From an optimization exercise on the open Yosys and OpenROAD flow, aimed at small area, a short achievable clock period and few clock cycles per item; shortcuts taken in it are not production practice. Only simulation tests tie the RTL to the original design; equivalence was not proved. No activity file was given, so power comes from the tool's default toggle rates.

[flow/config.mk]
export PLATFORM = sky130hd
export DESIGN_NAME = fir_decimator_top
export DESIGN_NICKNAME = fir_decimator_top
export VERILOG_FILES = /design/flow/design.v
export SDC_FILE = /design/flow/constraint.sdc
export NUM_CORES = 4
export LEC_CHECK = 0
export CAP_MARGIN = 20
export CORE_MARGIN = 2
export CORE_UTILIZATION = 40
export SETUP_SLACK_MARGIN = 3.3
export SLEW_MARGIN = 20
[flow/constraint.sdc]
create_clock -name core_clock -period 6.5 [get_ports {clk}]
set_input_delay 1.3000 -clock core_clock [delete_from_list [all_inputs] [get_ports {clk}]]
set_output_delay 1.3000 -clock core_clock [all_outputs]
set_load 0.01 [all_outputs]
[flow/design.v]
`default_nettype none
package fir_pkg;
	typedef logic signed [5-1:0] sample_t;  
	typedef logic signed [9-1:0] coef_t;    
	typedef logic signed [17-1:0] acc_t;      
	typedef enum logic [2:0] {
		PH_INIT,
		PH0,
		PH1,
		PH2,
		PH3,
		PH4
	} phase_t;
endpackage
`default_nettype wire
`default_nettype none
module fir_decimator_top
(
	input wire logic clk,
	input wire logic resetn,
	input wire logic in_valid,
	input wire fir_pkg::sample_t data_in,
	input wire logic out_credit,
	output logic in_credit,
	output logic out_valid,
	output fir_pkg::sample_t data_out
);
	logic v1;
	logic [4:0] x1;
	logic [4:0] m1;              
	logic [6:0] m3;              
	logic [7:0] m5;              
	logic [4:0] nph;             
	logic [4:0] sel2;            
	logic done1;                 
	logic pend;                  
	logic ov;
	logic [4:0] res;
	logic [1:0] ocred;           
	logic [2:0] owe;             
	logic [3:0] commit;          
	logic icr;
	logic [13:0] acc1, acc2, acc3, acc4;
	logic [1:0] cr1, cr2, cr3, cr4;    
	logic first;
	logic [4:0] u;
	logic [1:0] ocred_nx;
	logic [2:0] owe_acc;
	logic [3:0] commit_s;
	logic icr_nx;
	logic send;
	logic pend_nx;
	assign first = sel2[0];
	assign u = {~x1[4], x1[3:0]};
	logic [13:0] r10;
	assign r10 = ({14{sel2[0]}} & ({9'd0, 5'(m1)} << 4))
		| ({14{sel2[1]}} & ({9'd0, 5'(m1)} << 4))
		| ({14{sel2[2]}} & ({9'd0, 5'(~m1)} << 1))
		| ({14{sel2[3]}} & ({9'd0, 5'(~m1)} << 3))
		| ({14{sel2[4]}} & ({9'd0, 5'(m1)} << 0));
	logic [13:0] r11;
	assign r11 = ({14{sel2[0]}} & ({9'd0, 5'(~m1)} << 1))
		| ({14{sel2[1]}} & ({7'd0, 7'(~m3)} << 0))
		| ({14{sel2[3]}} & ({9'd0, 5'(~m1)} << 0));
	logic [13:0] r20;
	assign r20 = ({14{sel2[0]}} & ({7'd0, 7'(m3)} << 6))
		| ({14{sel2[1]}} & ({7'd0, 7'(m3)} << 5))
		| ({14{sel2[3]}} & ({6'd0, 8'(~m5)} << 3))
		| ({14{sel2[4]}} & ({9'd0, 5'(~m1)} << 4));
	logic [13:0] r21;
	assign r21 = ({14{sel2[0]}} & ({9'd0, 5'(m1)} << 0))
		| ({14{sel2[1]}} & ({7'd0, 7'(m3)} << 0))
		| ({14{sel2[2]}} & ({7'd0, 7'(~m3)} << 0))
		| ({14{sel2[3]}} & ({9'd0, 5'(m1)} << 0))
		| ({14{sel2[4]}} & ({9'd0, 5'(m1)} << 1));
	logic [13:0] r30;
	assign r30 = ({14{sel2[0]}} & ({9'd0, 5'(~m1)} << 4))
		| ({14{sel2[1]}} & ({6'd0, 8'(~m5)} << 3))
		| ({14{sel2[3]}} & ({7'd0, 7'(m3)} << 5))
		| ({14{sel2[4]}} & ({7'd0, 7'(m3)} << 6));
	logic [13:0] r31;
	assign r31 = ({14{sel2[0]}} & ({9'd0, 5'(m1)} << 1))
		| ({14{sel2[1]}} & ({9'd0, 5'(m1)} << 0))
		| ({14{sel2[2]}} & ({7'd0, 7'(~m3)} << 0))
		| ({14{sel2[3]}} & ({7'd0, 7'(m3)} << 0))
		| ({14{sel2[4]}} & ({9'd0, 5'(m1)} << 0));
	logic [13:0] r40;
	assign r40 = ({14{sel2[0]}} & ({9'd0, 5'(m1)} << 0))
		| ({14{sel2[1]}} & ({9'd0, 5'(~m1)} << 3))
		| ({14{sel2[2]}} & ({9'd0, 5'(~m1)} << 1))
		| ({14{sel2[3]}} & ({9'd0, 5'(m1)} << 4))
		| ({14{sel2[4]}} & ({9'd0, 5'(m1)} << 4));
	logic [13:0] r41;
	assign r41 = ({14{sel2[1]}} & ({9'd0, 5'(~m1)} << 0))
		| ({14{sel2[3]}} & ({7'd0, 7'(~m3)} << 0))
		| ({14{sel2[4]}} & ({9'd0, 5'(~m1)} << 1));
	logic [13:0] a1;
	logic [1:0] ca1;
	assign a1 = first ? acc2 : acc1;
	assign ca1 = first ? cr2 : cr1;
	logic [13:0] s1, c1;
	assign s1 = a1 ^ r10 ^ r11;
	assign c1 = {(a1[12:0] & r10[12:0]) | (a1[12:0] & r11[12:0]) | (r10[12:0] & r11[12:0]), 1'b0};
	logic [13:0] n1;
	logic [1:0] nc1;
	assign {nc1[0], n1[4:0]} = {1'b0, s1[4:0]} + {1'b0, c1[4:0]} + 6'(1'b0);
	assign {nc1[1], n1[8:5]} = {1'b0, s1[8:5]} + {1'b0, c1[8:5]} + 5'(ca1[0]);
	assign n1[13:9] = s1[13:9] + c1[13:9] + 5'(ca1[1]);
	logic [13:0] a2;
	logic [1:0] ca2;
	assign a2 = first ? acc3 : acc2;
	assign ca2 = first ? cr3 : cr2;
	logic [13:0] s2, c2;
	assign s2 = a2 ^ r20 ^ r21;
	assign c2 = {(a2[12:0] & r20[12:0]) | (a2[12:0] & r21[12:0]) | (r20[12:0] & r21[12:0]), 1'b0};
	logic [13:0] n2;
	logic [1:0] nc2;
	assign {nc2[0], n2[4:0]} = {1'b0, s2[4:0]} + {1'b0, c2[4:0]} + 6'(1'b0);
	assign {nc2[1], n2[8:5]} = {1'b0, s2[8:5]} + {1'b0, c2[8:5]} + 5'(ca2[0]);
	assign n2[13:9] = s2[13:9] + c2[13:9] + 5'(ca2[1]);
	logic [13:0] a3;
	logic [1:0] ca3;
	assign a3 = first ? acc4 : acc3;
	assign ca3 = first ? cr4 : cr3;
	logic [13:0] s3, c3;
	assign s3 = a3 ^ r30 ^ r31;
	assign c3 = {(a3[12:0] & r30[12:0]) | (a3[12:0] & r31[12:0]) | (r30[12:0] & r31[12:0]), 1'b0};
	logic [13:0] n3;
	logic [1:0] nc3;
	assign {nc3[0], n3[4:0]} = {1'b0, s3[4:0]} + {1'b0, c3[4:0]} + 6'(1'b0);
	assign {nc3[1], n3[8:5]} = {1'b0, s3[8:5]} + {1'b0, c3[8:5]} + 5'(ca3[0]);
	assign n3[13:9] = s3[13:9] + c3[13:9] + 5'(ca3[1]);
	logic [13:0] a4;
	logic [1:0] ca4;
	assign a4 = first ? 14'd1902 : acc4;
	assign ca4 = first ? 2'd0 : cr4;
	logic [13:0] s4, c4;
	assign s4 = a4 ^ r40 ^ r41;
	assign c4 = {(a4[12:0] & r40[12:0]) | (a4[12:0] & r41[12:0]) | (r40[12:0] & r41[12:0]), 1'b0};
	logic [13:0] n4;
	logic [1:0] nc4;
	assign {nc4[0], n4[4:0]} = {1'b0, s4[4:0]} + {1'b0, c4[4:0]} + 6'(1'b0);
	assign {nc4[1], n4[8:5]} = {1'b0, s4[8:5]} + {1'b0, c4[8:5]} + 5'(ca4[0]);
	assign n4[13:9] = s4[13:9] + c4[13:9] + 5'(ca4[1]);
	always_ff @(posedge clk)
	begin
		acc1 <= n1;
		cr1 <= nc1;
	end
	always_ff @(posedge clk, negedge resetn)
	begin
		if (!resetn)
		begin
			acc2 <= 14'd15582;
			cr2 <= '0;
			acc3 <= 14'd9143;
			cr3 <= '0;
			acc4 <= 14'd2704;
			cr4 <= '0;
		end
		else
		begin
			acc2 <= n2;
			cr2 <= nc2;
			acc3 <= n3;
			cr3 <= nc3;
			acc4 <= n4;
			cr4 <= nc4;
		end
	end
	assign out_valid = ov;
	assign data_out = res;
	assign in_credit = icr;
	assign send = ov;
	assign ocred_nx = ocred - {1'b0, send} + {1'b0, out_credit};
	assign owe_acc = owe + {2'b0, in_valid};
	assign commit_s = commit - (send ? 4'd5 : 4'd0);
	assign icr_nx = (owe_acc != 3'd0) && ((commit_s <= 4'd8) || ((ocred_nx != 2'd0) && (commit_s <= 4'd13)));
	assign pend_nx = done1 || (pend && !send);
	always_ff @(posedge clk)
	begin
		x1 <= data_in;
		m1 <= u;
		m3 <= {2'b0, u} + {1'b0, u, 1'b0};
		m5 <= {3'b0, u} + {1'b0, u, 2'b0};
		if (done1)
			res <= acc1[13:9] + 5'(cr1[1]) + 5'(cr1[0] & (&acc1[8:5]));
	end
	always_ff @(posedge clk, negedge resetn)
	begin
		if (!resetn)
		begin
			v1 <= 1'b0;
			nph <= 5'd1;
			sel2 <= 5'd0;
			done1 <= 1'b0;
			pend <= 1'b0;
			ov <= 1'b0;
			ocred <= 2'd2;
			owe <= 3'd0;
			commit <= 4'd4;
			icr <= 1'b0;
		end
		else
		begin
			v1 <= in_valid;
			sel2 <= v1 ? nph : 5'd0;
			if (v1)
				nph <= {nph[3:0], nph[4]};
			done1 <= sel2[4];
			pend <= pend_nx;
			ov <= pend_nx && (ocred_nx != 2'd0);
			ocred <= ocred_nx;
			owe <= owe_acc - {2'b0, icr_nx};
			commit <= commit_s + {3'b0, icr_nx};
			icr <= icr_nx;
		end
	end
endmodule
`default_nettype wire
[flow/run.sh]
#!/bin/bash
# synth_recipe.tcl (not shown) runs the flow's synth.tcl, then flattens the netlist and writes it again
# the make line also repeats each setting of config.mk as NAME=value (left out here)
make -C /OpenROAD-flow-scripts/flow DESIGN_CONFIG=/design/flow/config.mk WORK_HOME=/design/flow/orfs CLKGATE_MAP_FILE= SYNTH_SCRIPT=/design/flow/synth_recipe.tcl finish
==> results of run 1 <==
synthesized netlist by cell type (4+ instances only):
cell       instances
a21o_1            23
a21oi_1           26
a221oi_1           5
and2_1             9
buf_2             12
buf_6              5
clkbuf_1           6
dfrtp_1           46
dfstp_2           26
dfxtp_1           38
edfxtp_1           5
fa_1              42
ha_1              78
inv_1             86
mux2_2            35
mux2i_1           16
nand2_1           37
nand2b_1           8
nand3_1            5
nor2_1            28
nor2b_1           11
o2111ai_1          4
o211ai_1           5
o21ai_0           21
o221ai_1           9
or2_2              5
xnor2_1           34
xor2_1            12
worst max-delay path by stage:
| stage | from | endpoint | slack, ns |
|---|---|---|---|
| after floorplan | sel2[0]$_DFF_PN0_ | cr3[1]$_DFF_PN0_ | 3.63 |
| after global placement | sel2[0]$_DFF_PN0_ | cr3[1]$_DFF_PN0_ | 2.78 |
| after detailed placement | sel2[0]$_DFF_PN0_ | cr3[1]$_DFF_PN0_ | 2.73 |
| after CTS | sel2[1]$_DFF_PN0_ | cr3[1]$_DFF_PN0_ | 3.31 |
| after global routing | sel2[1]$_DFF_PN0_ | cr1[1]$_DFF_P_ | 3.28 |
| final | m5[0]$_DFF_P_ | cr3[1]$_DFF_PN0_ | 3.42 |
power by group through the flow:
stage	clock, mW	combinational (mW)	sequential (mW)
after global routing	0.999	0.411	0.897
after CTS	0.969	0.356	0.887
after floorplan	0	0.273	0.867
final	0.943	0.353	0.886
after global placement	0	0.331	0.896
after detailed placement	0	0.352	0.900
state kept, by name, indices dropped and copies added (netlist names), 6 cells and up:
name  flops
m5        8
acc3     14
acc2     14
m3        6
acc1     14
acc4     14
routing by layer:
metal  global-route usage, %  up-vias  part of all wire (%)
met1                    24.6     2369                    46
met2                    26.6      145                    46
met3                    4.40       24                   5.5
li1                        -     2304                     -
met5                       0        -                     0
met4                    6.65        0                   1.8
through the flow:
stage | instance area [µm²] | std cells
final | 8360 | 932
after global routing | 8360 | 932
after CTS | 8280 | 926
after detailed placement | 7620 | 890
after global placement | 7620 | 890
after floorplan | 7330 | 670
kinds of logic after synthesis:
family / after synthesis / share of synthesized area (%)
XOR/XNOR: 48 / 5.94
buffers and inverters: 112 / 6.52
adder cells (fa/ha/maj): 120 / 24.8
AO/OA/AOI/OAI: 111 / 10.2
flip-flops: 115 / 37.4
multiplexers: 53 / 7.95
AND/OR/NAND/NOR: 111 / 7.15
layout by cell type (no fill, tap or decap), types with 10 or more instances in the layout:
master | synthesis | final
mux2_2 | 35 | 35
o21ai_0 | 21 | 21
dfrtp_1 | 46 | 41
nor2b_1 | 11 | 11
mux2i_1 | 16 | 16
nor2_1 | 28 | 28
inv_1 | 86 | 83
clkdlybuf4s50_1 | 0 | 14
ha_1 | 78 | 78
dfxtp_1 | 38 | 38
dfstp_2 | 26 | 26
a21oi_1 | 26 | 26
xnor2_1 | 34 | 34
a21o_1 | 23 | 23
clkbuf_16 | 0 | 17
xor2_1 | 12 | 12
fa_1 | 42 | 42
buf_4 | 1 | 10
nand2_1 | 37 | 37
what timing repair did:
action                     in CTS  in global routing
pin swaps                       0                  0
setup endpoints to repair      26                 10
resized for setup               9                  8
buffers inserted                4                  6
layout make-up:
| type | count | area [µm²] | area share (%) |
|---|---|---|---|
| Clock buffer | 19 | 433 | 5.18 |
| Clock inverter | 13 | 160 | 1.92 |
| Inverter | 87 | 338 | 4.04 |
| Multi-Input combinational cell | 443 | 4140 | 49.5 |
| Sequential cell | 115 | 2760 | 33.0 |
| Tap cell | 229 | 287 | 3.43 |
| Timing Repair Buffer | 26 | 250 | 2.99 |
==> impl_metrics.tcl, run 1 <==
set metrics [dict create \
    synth-seq-cells 115 \
    pwr-share-clk_pct 43.2 \
    r2r_slack_ns 3.42 \
    min_from "x1[0]$_DFF_P_" \
    tightest_slew_ns 0.916 \
    synth_edf_count 5 \
    r2r_cells 7 \
    clock_skew_ns 0.00951 \
    fin_crit_sh_pct 47.4 \
    clockRootBuffer "clkbuf_16" \
    post-synth-top-area-cell "dfrtp_1" \
    drt_iter0_drc 291 \
    comb_power_share_pct 16.2 \
    seq_area_frac_synth_pct 37.4 \
    max_freq_mhz 324 \
    h-tree-depth 4 \
    period_needed_ns 3.08 \
    routed_wl_mm 16.0 \
    firstDrtPassIters 6 \
    p_per_area_nw_per_um2 261 \
    critical_path.max_stage_delay_ns 0.67 \
    ys_types 49 \
    synth_cells 670 \
    holdWs_ns 0.390 \
    clockBufferDepth 2 \
    antennaDiodeCount 0 \
    arrival_ns 3.39 \
    synth_ff_type "dfrtp_1" \
    first_global_vias 5138 \
    area_growth_pct 14.1 \
    maxSlewHeadroom_pct 38.9 \
    power.switching_mw 0.586 \
    coreArea_um2 18000 \
    drtAntennaViolNets 0 \
    clkSinkCount 115 \
    timing.critical_path.buf_inv 1 \
    final_net_count 819 \
    regToRegEndpoint "cr3[1]$_DFF_PN0_" \
    path_cells "inv_1, o221ai_1, fa_1, fa_1, fa_1, a21o_1, a21o_1" \
    grt_usage_pct 17.7 \
    async_reset_ff_share_pct 62.6 \
    setup_viol 0 \
    wire_per_inst_um 17.2 \
    vias 4842 \
    r2r_start "m5[0]$_DFF_P_" \
    initial_core_util_pct 40.8 \
    p_int_mw 1.60 \
    peakVddDrop_uv 186 \
    place_hpwl_mm 11.7 \
    die-area_um2 19400 \
    syn_area_per_cell_um2 10.9 \
    grt.overflow.total 0 \
    worst_slack_ns 3.42 \
    die_w_um 139 \
    boundaryPins 16 \
    clock_latency_ns 0.42 \
    status "complete, no violations" \
    critical_path_depth 7 \
    fill_cells 1629 \
    endpoint_kind "flop" \
    critPathMaxFanout 14 \
    fin_setup_tns_ns 0 \
    slowest_stage "dfxtp_1" \
    hold_end "m5[0]$_DFF_P_" \
    place_congestion 0.904 \
    yosys_warnings 1 \
    numCtsBuffers 17 \
    yosysTopAreaCellShare_pct 15.7 \
    postCtsHoldBufs 0 \
    port_buffers 15 \
    maxCapViolCount 0 \
    fin_util_pct 46.6 \
    crit_path_frequent_cell "fa_1" \
    p_leak_nw 4.24 \
    row_count 49 \
    synthTopCellsByArea "dfrtp_1 16%, ha_1 13%, fa_1 11%" \
    grt_pass1_wl_mm 26.6 \
    die_y_um 139 \
    rsz0062_at_grt "yes" \
    cts_tree "done" \
    viasPerCell 5.20 \
    drc_errors 0 \
    p_seq_share_pct 40.6 \
    hold_path_class "flop to flop" \
    swShare_pct 26.8 \
    antenna_found_initial 0 \
    hold_viol 0 \
    syn-num-nets 799 \
    clkTransAtPathRegs_ns 0.05 \
    critPathKind "flop to flop" \
    place_ws_ns 2.73 \
    layout-drive-gt1-share_pct 17.6 \
    cp-start-kind "flop" \
    grt_max_degree 73 \
    crit_family "adder cells" \
    syn_area_um2 7330 \
    cp.required_ns 6.81 \
    hold_depth 0 \
    total_power_mw 2.18 \
    report.final.slew_viol_count 0 \
]
Testbench counts, summed over its fixed seeds: cycles 12,024, results 2,400.
==> run 2: changes to the inputs <==
--- a/flow/config.mk
+++ b/flow/config.mk
@@ -9,4 +9,4 @@
 export CORE_MARGIN = 2
 export CORE_UTILIZATION = 40
-export SETUP_SLACK_MARGIN = 3.3
+export SETUP_SLACK_MARGIN = 3.8
 export SLEW_MARGIN = 20
==> run 2 against run 1 <==
Non-clock buffer count increased by 26. Utilization grew 3.1 points. Power rose by 7.2%. Routed wire length grew 5.6%. Register-to-register slack better by 0.37 ns. Via count rose by 3.9%. Sequential power grew 0.9%. Flip-flop and latch count unchanged. Setup slack improved by 0.37 ns. Worst hold slack got worse by 0.0084 ns. Clock-buffer cell count grew 2. First-iteration DRC count is 1.7% higher. Largest power group unchanged. Highest routed layer unchanged.
==> impl_metrics.tcl, run 2 <==
set metrics [dict create \
    comb_power_share_pct 20.6 \
    h-tree-depth 4 \
    routed_wl_mm 16.9 \
    fin_setup_tns_ns 0 \
    report.final.slew_viol_count 0 \
    setup_viol 0 \
    fin_crit_sh_pct 41.7 \
    min_from "x1[0]$_DFF_P_" \
    place_congestion 0.930 \
    r2r_cells 7 \
    status "complete, no violations" \
    antennaDiodeCount 0 \
    maxCapViolCount 0 \
    period_needed_ns 2.71 \
    swShare_pct 27.4 \
    synth_cells 670 \
    firstDrtPassIters 5 \
    syn_area_um2 7330 \
    hold_end "m5[0]$_DFF_P_" \
    critPathKind "flop to flop" \
    seq_area_frac_synth_pct 37.4 \
    grt_pass1_wl_mm 28.0 \
    async_reset_ff_share_pct 62.6 \
    pwr-share-clk_pct 41.1 \
    arrival_ns 3.01 \
    wire_per_inst_um 17.7 \
    synth.most_common_cell "inv_1" \
    row_count 49 \
    post-synth-top-area-cell "dfrtp_1" \
    cp-start-kind "flop" \
    area_growth_pct 21.6 \
    yosysTopAreaCellShare_pct 15.7 \
    initial_core_util_pct 40.8 \
    vias 5031 \
    coreArea_um2 18000 \
    tightest_slew_ns 0.937 \
    die_w_um 139 \
    synth-seq-cells 115 \
    port_buffers 15 \
    clock_latency_ns 0.42 \
    hold_viol 0 \
    synth_edf_count 5 \
    clockBufferDepth 2 \
    die_y_um 139 \
    endpoint_kind "flop" \
    regToRegEndpoint "cr3[1]$_DFF_PN0_" \
    die-area_um2 19400 \
    postCtsHoldBufs 0 \
    final_net_count 845 \
    place_hpwl_mm 11.8 \
    holdWs_ns 0.382 \
    r2r_start "sel2[0]$_DFF_PN0_" \
    p_int_mw 1.70 \
    first_global_vias 5366 \
    yosys_warnings 1 \
    startpoint "sel2[0]$_DFF_PN0_" \
    power.switching_mw 0.640 \
    synthTopCellsByArea "dfrtp_1 16%, ha_1 13%, fa_1 11%" \
    syn-num-nets 799 \
    peakVddDrop_uv 221 \
    numCtsBuffers 17 \
    syn_area_per_cell_um2 10.9 \
    r2r_slack_ns 3.79 \
    rsz0062_at_grt "yes" \
    max_freq_mhz 369 \
    layout-drive-gt1-share_pct 27.0 \
    drt_iter0_drc 296 \
    layout_common_cells "81 x inv_1, 69 x ha_1, 41 x dfrtp_1" \
    hold_depth 0 \
    grt_usage_pct 18.6 \
    clockRootBuffer "clkbuf_16" \
    grt_max_degree 73 \
    total_power_mw 2.34 \
    synthTopCellsByCount "86 x inv_1, 78 x ha_1, 46 x dfrtp_1" \
    antenna_found_initial 0 \
    hold_path_class "flop to flop" \
    cts_tree "done" \
    boundaryPins 16 \
    p_per_area_nw_per_um2 262 \
    clock_skew_ns 0.0101 \
    grt.overflow.total 0 \
    ys_types 49 \
    synth_ff_type "dfrtp_1" \
    drc_errors 0 \
    drtAntennaViolNets 0 \
    clkTransAtPathRegs_ns 0.05 \
    p_seq_share_pct 38.2 \
    cp.required_ns 6.81 \
    maxSlewHeadroom_pct 37.5 \
    final_common_cell "inv_1" \
    clkSinkCount 115 \
    p_leak_nw 4.43 \
    critPathMaxFanout 7 \
    viasPerCell 5.25 \
]
==> run 2: cell count changes in the layout (fill, tap and decap cells not counted), sizes merged <==
cell / change
buf: +26
clkbuf: +2
clkdlybuf4s15: +1
clkdlybuf4s50: -3
clkinv: -2
dlygate4sd2: +2
==> run 2: power by group through the flow <==
stage          clock network [mW]  registers, mW  logic, mW
2_1_floorplan                   0          0.867      0.289
3_3_place_gp                    0          0.899      0.350
3_5_place_dp                    0          0.900      0.377
4_1_cts                     0.986          0.891      0.451
5_1_grt                      1.02          0.904      0.549
6_report                    0.962          0.894      0.482
==> run 2: stage by stage <==
| stage | setup WS (ns) | cell area (µm²) | instances | util, % |
|---|---|---|---|---|
| 2_1_floorplan | 3.77 | 7370 | 670 | - |
| 3_3_place_gp | 2.88 | 7660 | 890 | 42.6 |
| 3_5_place_dp | 2.83 | 7660 | 890 | 42.6 |
| 4_1_cts | 3.80 | 8740 | 953 | 48.6 |
| 5_1_grt | 3.72 | 8920 | 958 | 49.6 |
| 6_report | 3.79 | 8920 | 958 | 49.6 |
==> run 2: logic make-up (layout without fill, tap and decap cells) <==
logic type / after synthesis / in the layout / synth area share [%]
adder cells (fa/ha/maj): 120 / 120 / 24.8
flip-flops: 115 / 115 / 37.4
buffers and inverters: 112 / 171 / 6.52
AO/OA/AOI/OAI: 111 / 111 / 10.2
AND/OR/NAND/NOR: 111 / 111 / 7.15
multiplexers: 53 / 53 / 7.95
XOR/XNOR: 48 / 48 / 5.94
==> run 2: cell type report <==
type / count / area (µm²)
Clock inverter: 11 / 151
Fill cell: 1576 / 9050
Sequential cell: 115 / 2770
Timing Repair Buffer: 52 / 526
Tap cell: 229 / 287
Clock buffer: 21 / 460
Inverter: 87 / 344
Multi-Input combinational cell: 443 / 4380
==> run 2: worst max path at each step <==
stage	endpoint	slack, ns	cells past startpoint
after floorplan	commit[3]$_DFF_PN0_	3.77	8
after global placement	cr3[1]$_DFF_PN0_	2.88	7
after detailed placement	cr3[1]$_DFF_PN0_	2.83	7
after CTS	cr3[1]$_DFF_PN0_	3.80	7
after global routing	acc3[13]$_DFF_PN1_	3.72	10
final	cr3[1]$_DFF_PN0_	3.79	7
==> run 2: routing by layer <==
| metal | up-vias | wire [µm] | global-route usage [%] |
|---|---|---|---|
| met5 | - | 0 | 0 |
| met4 | 0 | 381 | 7.28 |
| met3 | 25 | 933 | 5.09 |
| met2 | 144 | 8140 | 29.4 |
| met1 | 2512 | 7470 | 24.4 |
| li1 | 2350 | - | - |
==> run 2: critical path, stage by stage, from the launching register on <==
cell     delay, ns
dfrtp_4       0.55
buf_16        0.16
mux2_2        0.34
fa_1          0.46
fa_2          0.38
fa_2          0.36
a21o_1        0.17
a21o_1        0.17
==> run 2: what timing repair did <==
item                                   4_1_cts  5_1_grt
cloned                                       2        0
setup buffers                               29        5
pin swaps                                   19       14
setup endpoints to repair                   61       23
resized for setup                           53       40
endpoints found under the hold margin        0        0
==> run 3: changes to the inputs <==
--- a/flow/config.mk
+++ b/flow/config.mk
@@ -9,4 +9,3 @@
 export CORE_MARGIN = 2
 export CORE_UTILIZATION = 40
-export SETUP_SLACK_MARGIN = 3.8
 export SLEW_MARGIN = 20
==> run 3 against run 2 <==
Die area unchanged. Maximum frequency is 29% lower. Synthesized cell count stayed put. Still clean. Final area decreased by 7.9%. Power decreased by 7.0%. Flip-flop and latch count is the same. Routed wire length down 6.4%. Clock-buffer cell count fell by 2. Non-clock buffer count is 36 lower. Highest routed layer unchanged. Utilization decreased by 3.9 points. Global-route usage decreased by 1.1 points.
==> impl_metrics.tcl, run 3 <==
set metrics [dict create \
    place_congestion 0.904 \
    grt_pass1_wl_mm 26.5 \
    yosysTopAreaCellShare_pct 15.7 \
    viasPerCell 5.21 \
    area_growth_pct 12.1 \
    maxCapViolCount 0 \
    arrival_ns 4.12 \
    synth_edf_count 5 \
    synthTopCellsByArea "dfrtp_1 16%, ha_1 13%, fa_1 11%" \
    wire_per_inst_um 17.2 \
    critPathMaxFanout 47 \
    ctsResizeCount 0 \
    grt_max_degree 73 \
    instances_no_fill 922 \
    drc_errors 0 \
    p_per_area_nw_per_um2 265 \
    fin_setup_tns_ns 0 \
    layout_common_cells "86 x inv_1, 78 x ha_1, 45 x dfrtp_1" \
    clock_skew_ns 0.00896 \
    seq_area_frac_synth_pct 37.4 \
    final_common_cell "inv_1" \
    ys_types 49 \
    maxSlewHeadroom_pct 39.6 \
    hold_viol 0 \
    row_count 49 \
    wl_met2_mm 7.30 \
    p_leak_nw 4.19 \
    clkTransAtPathRegs_ns 0.05 \
    firstDrtPassIters 6 \
    place_hpwl_mm 11.7 \
    post-synth-top-area-cell "dfrtp_1" \
    boundaryPins 16 \
    numCtsBuffers 17 \
    peakVddDrop_uv 186 \
    dp_cells 890 \
    vias 4802 \
    cts_setup_buffers 0 \
    die-area_um2 19400 \
    synthTopCellsByCount "86 x inv_1, 78 x ha_1, 46 x dfrtp_1" \
    coreArea_um2 18000 \
    fin_crit_sh_pct 58.5 \
    clkSinkCount 115 \
    routed_wl_mm 15.8 \
    grt.overflow.total 0 \
    syn_area_per_cell_um2 10.9 \
    synth_ff_type "dfrtp_1" \
    status "complete, no violations" \
    met3_length_um 843 \
    cts_tree "done" \
    r2r_slack_ns 2.70 \
    hold_path_class "flop to flop" \
    first_global_vias 5093 \
    final_net_count 809 \
    rsz0062_at_grt "no" \
    max_freq_mhz 263 \
    cp.required_ns 6.81 \
    syn_area_um2 7330 \
    clock_latency_ns 0.43 \
    antenna_found_initial 0 \
    drtAntennaViolNets 0 \
    antennaDiodeCount 0 \
    endpoint_kind "flop" \
    cp-start-kind "flop" \
    total_power_mw 2.17 \
    initial_core_util_pct 40.8 \
    syn-num-nets 799 \
    report.final.slew_viol_count 0 \
    die_y_um 139 \
    yosys_warnings 1 \
    clockRootBuffer "clkbuf_16" \
    maxUsedRoutingLayer "met4" \
    period_needed_ns 3.80 \
    postCtsHoldBufs 0 \
    grt_usage_pct 17.6 \
    layout-drive-gt1-share_pct 15.0 \
    async_reset_ff_share_pct 62.6 \
    holdWs_ns 0.390 \
    setup_viol 0 \
    m1WireLength_mm 7.44 \
    port_buffers 15 \
    critPathKind "flop to flop" \
    die_w_um 139 \
    clockBufferDepth 2 \
    tightest_slew_ns 0.905 \
    synth-seq-cells 115 \
    synth_cells 670 \
    h-tree-depth 4 \
    synth.most_common_cell "inv_1" \
    drt_iter0_drc 284 \
]
## run 3: area by class of cell
type,instances,area (µm²)
Tap cell,229,287
Clock buffer,19,433
Multi-Input combinational cell,443,4110
Clock inverter,13,160
Fill cell,1640,9750
Timing Repair Buffer,16,155
Sequential cell,115,2750
Inverter,87,327
## run 3: cells by family after synthesis
| family | count (synthesis) | synth area share (%) |
|---|---|---|
| adder cells (fa/ha/maj) | 120 | 24.8 |
| flip-flops | 115 | 37.4 |
| buffers and inverters | 112 | 6.52 |
| AO/OA/AOI/OAI | 111 | 10.2 |
| AND/OR/NAND/NOR | 111 | 7.15 |
| multiplexers | 53 | 7.95 |
| XOR/XNOR | 48 | 5.94 |
## run 3: worst paths after layout
check                                   from                end  cells past startpoint
max                        sel2[0]$_DFF_PN0_   cr3[1]$_DFF_PN0_                      7
min                            x1[0]$_DFF_P_      m5[0]$_DFF_P_                      0
max reg2reg                sel2[0]$_DFF_PN0_   cr3[1]$_DFF_PN0_                      7
min reg2reg                    x1[0]$_DFF_P_      m5[0]$_DFF_P_                      0
max in group asynchronous             resetn  sel2[0]$_DFF_PN0_                      1
min in group asynchronous             resetn      icr$_DFF_PN0_                      1
## run 3: metal layers
metal,GRT usage [%],vias to the layer above
li1,-,2282
met1,24.5,2357
met2,26.5,143
met3,4.30,20
met4,6.59,0
met5,0,-
## run 3: metrics by stage
step | area (µm²) | setup WS, ns | util (%)
after floorplan | 7330 | 3.63 | -
after global placement | 7620 | 2.78 | 42.4
after detailed placement | 7620 | 2.73 | 42.4
after CTS | 8220 | 2.73 | 45.7
after global routing | 8220 | 2.54 | 45.7
final | 8220 | 2.70 | 45.7
## run 3: critical path, stage by stage (launching register included)
cell and delay (ns):
dfrtp_2 0.85, buf_4 0.64, mux2_2 0.42, fa_1 0.51, fa_1 0.49, fa_1 0.42
a21o_1 0.17, a21o_1 0.16
## run 3: power breakdown
| group | total (mW) | switching [mW] | internal [mW] |
|---|---|---|---|
| Sequential | 0.887 | 0.0602 | 0.826 |
| Combinational | 0.346 | 0.180 | 0.167 |
| Clock | 0.941 | 0.341 | 0.600 |
| Total | 2.17 | 0.581 | 1.59 |

==> separate check: timing with driven ports <==
The results above use ideal ports. As a check the final layouts listed here were re-extracted and re-timed, cells and wires unchanged.
Step 1 assumes that a clkbuf_16 drives the clock port and a buf_2 every other input.
Step 2 times the ports against the registers' clock, not the clock port: input delays grow and output delays shrink by t, the midpoint of the rising clock arrivals with the driver on.
a / b / c = no drivers / after step 1 / after step 2; a / b = the first two.
| run | t, ns | setup slack, ns | hold slack, ns | worst slew at a driven data input, ns | cell pins on the clock port's net |
|---|---|---|---|---|---|
| run 1 | 0.458 | 3.417 / 3.417 / 3.046 | 0.390 / 0.390 / 0.390 | 0.03 | 1 |
| run 2 | 0.458 | 3.791 / 3.791 / 3.442 | 0.382 / 0.382 / 0.382 | 0.03 | 1 |
| run 3 | 0.460 | 2.696 / 2.696 / 2.696 | 0.390 / 0.390 / 0.390 | 0.03 | 1 |
After both steps setup and hold are still met in every run listed. For run 1, which loses most, drivers alone change the setup slack by 0.000 ns; drivers and shift together by -0.371 ns.
